From an optimization exercise on the open Yosys and OpenROAD flow, aimed at small area; shortcuts taken in it are not production practice.
At most, simulation tests tie the RTL to the original design; equivalence was not proved.
The clock port is modelled as an ideal driver, which makes a skipped or thinned clock tree look cheaper than it is; a real chip needs a root buffer or a tree.
Power figures rest on the tool's default switching activity, not on a simulated workload.

// la_top
module la_top (
    input  logic       clk,
    input  logic       rst_i,
    input  logic       cmd_req_i,
    input  logic [7:0] cmd_data_i,
    output logic       cmd_ack_o,
    output logic       rsp_req_o,
    output logic [7:0] rsp_data_o,
    input  logic       rsp_ack_i,
    input  logic [16:0] probe_i
);
For scale: roughly 2600 cells after synthesis, roughly 1200 flip-flops, ~39 I/O pins, roughly 0.032 mm2 of cells after synthesis.
export LEC_CHECK = 0
export CAP_MARGIN = 20
export CORE_MARGIN = 2
export CORE_UTILIZATION = 60
export CTS_BUF_LIST = sky130_fd_sc_hd__clkbuf_8
export CTS_CLUSTER_DIAMETER = 60
export CTS_CLUSTER_SIZE = 23
export PLACE_DENSITY = 0.75
export SLEW_MARGIN = 20
create_clock -name core_clock -period 8.0 [get_ports {clk}]
standard.sh (not shown) runs the stock make flow with config.mk's settings and CLKGATE_MAP_FILE= SYNTH_SCRIPT=/design/flow/synth_recipe.tcl, a recipe that flattens the netlist after the stock synthesis.
==> flow/flow/run.sh <==
#!/bin/bash
# The standard layout (standard.sh), with these changes:
#  - synthesis maps logic with an area-oriented abc script and without
#    extract_fa (synth_wrap.tcl, abc_area.script); everything else in it is
#    synth_recipe.tcl, and the registers are the standard synthesis's;
#  - CTS adds no dummy loads, and after CTS the branch and leaf clock buffers
#    become inverters (clk_inv.tcl);
#  - ports are buffered with the smallest buffer (the resizer still sizes it).
# Each tool's output goes to its own log here: standard_cts.log and
# standard_finish.log (make, with ORFS's per-step logs under orfs/logs) and
# clk_inv.log (openroad).
set -euo pipefail
export FLOW_SYNTH_TCL="$PWD/synth_recipe.tcl"
export AREA_ABC_SCRIPT="$PWD/flow/abc_area.script"
export CTS_ARGS="-sink_clustering_enable -repair_clock_nets -sink_clustering_size 23 -sink_clustering_max_diameter 60 -buf_list sky130_fd_sc_hd__clkbuf_8 -dont_use_dummy_load"
export BUFFER_PORTS_ARGS="-buffer_cell sky130_fd_sc_hd__buf_1"
bash standard.sh SYNTH_SCRIPT="$PWD/flow/synth_wrap.tcl" cts > standard_cts.log 2>&1
R="$PWD/orfs/results/$FLOW_PLATFORM/la_top/base"
PLATFORM_DIR="$FLOW_HOME/platforms/$FLOW_PLATFORM" CTS_ODB="$R/4_cts.odb" CTS_SDC="$R/4_cts.sdc" \
  openroad -no_init -exit flow/clk_inv.tcl > clk_inv.log 2>&1
bash standard.sh SYNTH_SCRIPT="$PWD/flow/synth_wrap.tcl" finish > standard_finish.log 2>&1
Other scripts of this flow, unchanged in this note and not shown: flow/flow/abc_area.script, flow/flow/clk_inv.tcl, flow/flow/synth_wrap.tcl
Rerun with:
--- a/flow/config.mk
+++ b/flow/config.mk
@@ -12,4 +12,3 @@
 export CTS_CLUSTER_DIAMETER = 60
 export CTS_CLUSTER_SIZE = 23
-export PLACE_DENSITY = 0.75
 export SLEW_MARGIN = 20
The new run ran to the end with no violations.
Wire length is higher by about 3.6%.
Synthesized cell count stays the same.
Die area does not change.
No run of this note takes its clock network from TritonCTS; it comes from the design's own scripts or RTL.

Another version of the RTL of la_top (not shown whole).
For scale: roughly 2,600 cells after synthesis, about 35,000 sq um of cells after synthesis.
==> flow/config.mk <==
export PLATFORM = sky130hd
export DESIGN_NAME = la_top
export DESIGN_NICKNAME = la_top
export VERILOG_FILES = /design/flow/design.v
export SDC_FILE = /design/flow/constraint.sdc
export NUM_CORES = 4
export LEC_CHECK = 0
export CAP_MARGIN = 20
export CORE_MARGIN = 2
export CORE_UTILIZATION = 60
export CTS_BUF_LIST = sky130_fd_sc_hd__clkbuf_16
export CTS_CLUSTER_DIAMETER = 60
export CTS_CLUSTER_SIZE = 35
export SLEW_MARGIN = 20
==> flow/constraint.sdc <==
create_clock -name core_clock -period 8.0 [get_ports {clk}]
set_input_delay 1.6000 -clock core_clock [delete_from_list [all_inputs] [get_ports {clk}]]
set_output_delay 1.6000 -clock core_clock [all_outputs]
set_load 0.01 [all_outputs]
==> flow/flow/run.sh <==
#!/bin/bash
# The standard layout (standard.sh), with two changes:
#  - CTS adds no dummy loads to balance the clock tree;
#  - ports are buffered with the smallest buffer (the resizer still sizes it).
# The whole make output goes to standard_run.log; ORFS writes its per-step
# logs under orfs/logs.
set -euo pipefail
export CTS_ARGS="-sink_clustering_enable -repair_clock_nets -sink_clustering_size 26 -sink_clustering_max_diameter 60 -buf_list {sky130_fd_sc_hd__clkbuf_8 sky130_fd_sc_hd__clkbuf_16} -dont_use_dummy_load"
export BUFFER_PORTS_ARGS="-buffer_cell sky130_fd_sc_hd__buf_1"
bash standard.sh > standard_run.log 2>&1
Next try:
--- a/flow/flow/run.sh
+++ b/flow/flow/run.sh
@@ -7,3 +7,3 @@
 set -euo pipefail
-export CTS_ARGS="-sink_clustering_enable -repair_clock_nets -sink_clustering_size 26 -sink_clustering_max_diameter 60 -buf_list {sky130_fd_sc_hd__clkbuf_8 sky130_fd_sc_hd__clkbuf_16} -dont_use_dummy_load"
+export CTS_ARGS="-sink_clustering_enable -repair_clock_nets -sink_clustering_size 17 -sink_clustering_max_diameter 60 -buf_list sky130_fd_sc_hd__clkbuf_8 -dont_use_dummy_load"
 export BUFFER_PORTS_ARGS="-buffer_cell sky130_fd_sc_hd__buf_1"
Effect:
- The new run produced a clean layout
- register-to-register slack is better by 0.04 ns
- clock skew goes down by 0.0078 ns
- combinational power stays flat
- cell area is lower by 0.78%
- clock-buffer cell count climbs by 27
- hold slack is about the same
- via count goes up by 0.53%
- non-clock buffer count stays the same
- setup slack gets worse by 0.039 ns
- utilization went down by 0.50 points
- total power fell by 3.8%
Function was not checked in any run of this note: the RTL went through the layout flow alone.

[re-timing with driven ports]
In the flow no input, the clock included, has a driving cell. The finished layouts below were timed again as built, in two steps. Step 1, drivers: a clkbuf_16 drives clk and a buf_2 each remaining input, both assumed. Step 2, shift: input delay + t, output delay - t, t = (earliest + latest rising clock arrival at the registers) / 2. This alone moves slack from input paths to output paths. Slacks: ideal / step 1 / step 2; pairs: ideal / step 1.
run | t (ns) | setup WS [ns] | worst hold slack (ns)
the first run of note 1 | 0.722 | 1.361 / 1.309 / 2.031 | 0.262 / 0.262 / 0.262
the second run of note 1 | 0.742 | 1.462 / 1.402 / 2.144 | 0.247 / 0.247 / 0.247
the first run of note 2 | 0.691 | 1.587 / 1.526 / 2.217 | 0.282 / 0.282 / 0.282
the second run of note 2 | 0.746 | 1.548 / 1.486 / 2.232 | 0.283 / 0.283 / 0.283
After both steps every run listed still meets setup and hold.
